What follows belongs to an exercise in optimizing a design on an open flow for small area and a short achievable clock period; a production flow would make more cautious choices.
The RTL was checked by simulation tests, not by an equivalence proof against the original design.

Setup of build 66:
==> flow/design.v (excerpt) <==
module slave_clock_hand_positioner (
	input  logic        clk,
	input  logic        arst_n,
	input  logic        s_axis_tvalid,
	output logic        s_axis_tready,
	input  logic [23:0] s_axis_tdata,
	input  logic [2:0]  s_axis_tuser,
	output logic        m_axis_tvalid,
	input  logic        m_axis_tready,
	output logic [31:0] m_axis_tdata,
	input  logic        cfg_valid,
	output logic        cfg_ready,
	input  logic [1:0]  cfg_index,
	input  logic [15:0] cfg_data
);
	logic        motor_block;
	logic [17:0] k1;
	logic [19:0] k3;
	logic [25:0] res;
	logic        out_valid_q;
	logic        in_accept;
	assign cfg_ready = 1'b1;
	schp_cfg_regs u_cfg (
		.clk            (clk),
		.arst_n         (arst_n),
		.wr_en          (cfg_valid),
		.wr_index       (cfg_index),
		.wr_data        (cfg_data),
		.motor_block    (motor_block),
		.k1             (k1),
		.k3             (k3)
	);
	assign s_axis_tready = !out_valid_q || m_axis_tready;
	assign in_accept     = s_axis_tvalid && s_axis_tready;
	schp_core u_core (
		.clk            (clk),
		.arst_n         (arst_n),
		.accept         (in_accept),
		.op             (s_axis_tuser),
		.target_hours   (s_axis_tdata[3:0]),
		.target_minutes (s_axis_tdata[9:4]),
		.rtc_hours      (s_axis_tdata[14:10]),
		.rtc_minutes    (s_axis_tdata[20:15]),
		.motor_block    (motor_block),
		.k1             (k1),
		.k3             (k3),
		.res            (res)
	);
	always_ff @(posedge clk or negedge arst_n) begin
		if (!arst_n)
			out_valid_q <= 1'b0;
		else if (s_axis_tready)
			out_valid_q <= s_axis_tvalid;
	end
	assign m_axis_tvalid = out_valid_q;
	assign m_axis_tdata  = {6'd0, res};
endmodule
Settings: LEC_CHECK=0, ABC_AREA=1, CAP_MARGIN=20, CORE_MARGIN=2, CORE_UTILIZATION=70, PLACE_DENSITY=0.88, SLEW_MARGIN=20; clock period 18.0 ns.
standard.sh (not shown) runs the stock make flow with config.mk's settings and CLKGATE_MAP_FILE= SYNTH_SCRIPT=/design/flow/synth_recipe.tcl, a recipe that flattens the netlist after the stock synthesis.
==> flow/flow/run.sh <==
#!/bin/bash
# Standard layout, with port buffers of a faster cell and timing repair aiming for extra
# setup slack at the design's clock.
set -euo pipefail
export SETUP_SLACK_MARGIN=9.5
export BUFFER_PORTS_ARGS="-buffer_cell sky130_fd_sc_hd__buf_2"
bash standard.sh > standard.log 2>&1
Build 66 went all the way through the flow, and no timing, DRC or antenna check failed.
Modified inputs, build 6 compared to build 66
Settings: CORE_UTILIZATION now 40, was 70; PLACE_DENSITY no longer set, was 0.88.
==> flow/flow/run.sh <==
#!/bin/bash
# Standard layout, with timing repair aiming for extra setup slack at the design's clock.
set -euo pipefail
export SETUP_SLACK_MARGIN=9.5
bash standard.sh > standard.log 2>&1
Findings:
Compared with build 66, build 6 shows a lower via density per instance.
Build 66 → build 6: total met3 wirelength after detailed routing moved down; worst setup slack moved down.
Edits applied to the flow inputs when going from build 6 to build 84:
Settings: an added PLACE_DENSITY of 0.75; a change of CORE_UTILIZATION from 40 to 55.
==> flow/flow/run.sh <==
#!/bin/bash
# Standard layout, with port buffers of a faster cell and timing repair aiming for extra
# setup slack at the design's clock.
set -euo pipefail
export SETUP_SLACK_MARGIN=9.8
export BUFFER_PORTS_ARGS="-buffer_cell sky130_fd_sc_hd__buf_2"
bash standard.sh > standard.log 2>&1
Notes after the runs:
Final cell utilization of the core: build 84 vs build 6 up 15 points. Build 6 and build 84 ended up with nearly the same clock latency on the worst-skew pair. Re post-synthesis share of cell area spent on xor and xnor gates: no difference whatsoever between build 84 and build 6. Looking at destination of the critical timing path, the m_axis_tdata[18] result is from build 6; the m_axis_tdata[17] one comes from build 84. Compared to build 6, build 84 has sequential share of cell area 0.73 points higher. Sort build 6 and build 84 by met1 usage in global routing, descending, and build 84 comes first. [compare] base=build 6 new=build 84: sum of met3 wire segment lengths after detailed routing climbed 4.2%, half-perimeter wire length after placement dropped 810 um. Going from build 6 to build 84, number of standard cells in the final layout excluding fillers moved down; final critical-path setup slack went up.

---

Starting RTL as in the previous note.
Settings: LEC_CHECK=0, ABC_AREA=1, CAP_MARGIN=20, CORE_MARGIN=2, CORE_UTILIZATION=55, CTS_BUF_LIST=sky130_fd_sc_hd__clkbuf_8, CTS_CLUSTER_DIAMETER=80, CTS_CLUSTER_SIZE=40, PLACE_DENSITY=0.75, SLEW_MARGIN=20; clock period 18.0 ns.
==> flow/flow/run.sh <==
#!/bin/bash
# Standard layout, with port buffers of a faster cell and timing repair aiming for extra
# setup slack at the design's clock.
set -euo pipefail
export SETUP_SLACK_MARGIN=9.5
export BUFFER_PORTS_ARGS="-buffer_cell sky130_fd_sc_hd__buf_2"
bash standard.sh > standard.log 2>&1
Change:
--- a/flow/flow/run.sh
+++ b/flow/flow/run.sh
@@ -4,3 +4,3 @@
 set -euo pipefail
-export SETUP_SLACK_MARGIN=9.5
+export SETUP_SLACK_MARGIN=10
 export BUFFER_PORTS_ARGS="-buffer_cell sky130_fd_sc_hd__buf_2"
- CORE_UTILIZATION: 55 -> 40
- CTS_BUF_LIST: sky130_fd_sc_hd__clkbuf_8 -> unset
- CTS_CLUSTER_DIAMETER: 80 -> unset
- CTS_CLUSTER_SIZE: 40 -> unset
- PLACE_DENSITY: 0.75 -> unset
Result:
- setup slack is better by 0.31 ns
- clock-buffer cell count goes up by 6
- wire length came out higher by a little under a tenth
- design area goes up by a little under a tenth
- first-iteration DRC count increases by roughly a tenth
Change:
==> flow/flow/run.sh (replaced) <==
#!/bin/bash
# Standard layout, with port buffers of a faster cell and timing repair aiming for extra
# setup slack at the design's clock.
set -euo pipefail
export SETUP_SLACK_MARGIN=9.5
export BUFFER_PORTS_ARGS="-buffer_cell sky130_fd_sc_hd__buf_1"
bash standard.sh > standard.log 2>&1
- CORE_UTILIZATION: 40 -> 55
- PLACE_DENSITY: unset -> 0.75
After rerunning: Wire length goes down by 5.3%; die area went down by 27%; clock skew came out higher by 0.0050 ns; worst hold slack gets better by 0.0092 ns; design area came out lower by 7.6%; synthesized cell count does not change; via count falls by 0.61%; utilization goes up by 12 points; clock-buffer cell count came out lower by 6; cell count shrinks by 7.8%.
Change:
==> flow/flow/run.sh (replaced) <==
#!/bin/bash
# Standard layout, with port buffers of a faster cell and timing repair aiming for extra
# setup slack at the design's clock.
set -euo pipefail
export BUFFER_PORTS_ARGS="-buffer_cell sky130_fd_sc_hd__buf_2"
bash standard.sh > standard.log 2>&1
Effect: The changed run passed the timing, DRC and antenna checks. Routed wire length shrinks by about 3%. Final area shrinks by 0.78%. Cell count shrinks by about 0.54%. Fmax shrinks by 11%.
Change:
--- a/flow/flow/run.sh
+++ b/flow/flow/run.sh
@@ -4,3 +4,4 @@
 set -euo pipefail
-export BUFFER_PORTS_ARGS="-buffer_cell sky130_fd_sc_hd__buf_2"
+export SETUP_SLACK_MARGIN=9.5
+export BUFFER_PORTS_ARGS="-buffer_cell sky130_fd_sc_hd__buf_1"
 bash standard.sh > standard.log 2>&1
- CTS_BUF_LIST: unset -> sky130_fd_sc_hd__clkbuf_8
- CTS_CLUSTER_DIAMETER: unset -> 80
- CTS_CLUSTER_SIZE: unset -> 40
Maximum frequency grows by 11%; register-to-register slack gains 0.86 ns; critical path depth shrinks by 4; via count climbs by 1.9%; clock skew hardly moves; wire length went up by 3.7%; first-iteration DRC count rose by 17%; design area rises by 1.0%; flip-flop and latch count does not change; final cell count went up by 1.4%.

-- what the ideal ports hide --
No port has a modelled driver above. Below, the same layouts with a new extraction and two added sets of constraints. Step 1, drivers: a clkbuf_16 drives clk and a buf_2 each remaining input, both assumed. Step 2, shift: input delay + t, output delay - t, t = (earliest + latest rising clock arrival at the registers) / 2. This alone moves slack from input paths to output paths. Slacks: ideal / step 1 / step 2; pairs: ideal / step 1.
run | t, ns | setup WS [ns] | latest minus earliest clock arrival (ns) | cell pins on the clock port's net
build 66 | 0.397 | 9.654 / 9.611 / 10.007 | 0.008 / 0.009 | 1
build 6 | 0.385 | 9.587 / 9.545 / 9.652 | 0.011 / 0.011 | 1
build 84 | 0.381 | 9.812 / 9.774 / 10.155 | 0.018 / 0.018 | 1
the first run of note 2 | 0.398 | 9.688 / 9.653 / 10.051 | 0.018 / 0.018 | 1
the second run of note 2 | 0.386 | 9.993 / 9.947 / 10.332 | 0.010 / 0.011 | 1
the third run of note 2 | 0.382 | 9.700 / 9.658 / 10.040 | 0.016 / 0.016 | 1
the fourth run of note 2 | 0.378 | 8.674 / 8.636 / 9.014 | 0.018 / 0.018 | 1
the fifth run of note 2 | 0.397 | 9.634 / 9.597 / 9.994 | 0.021 / 0.021 | 1
After both steps setup and hold are still met in every run listed.
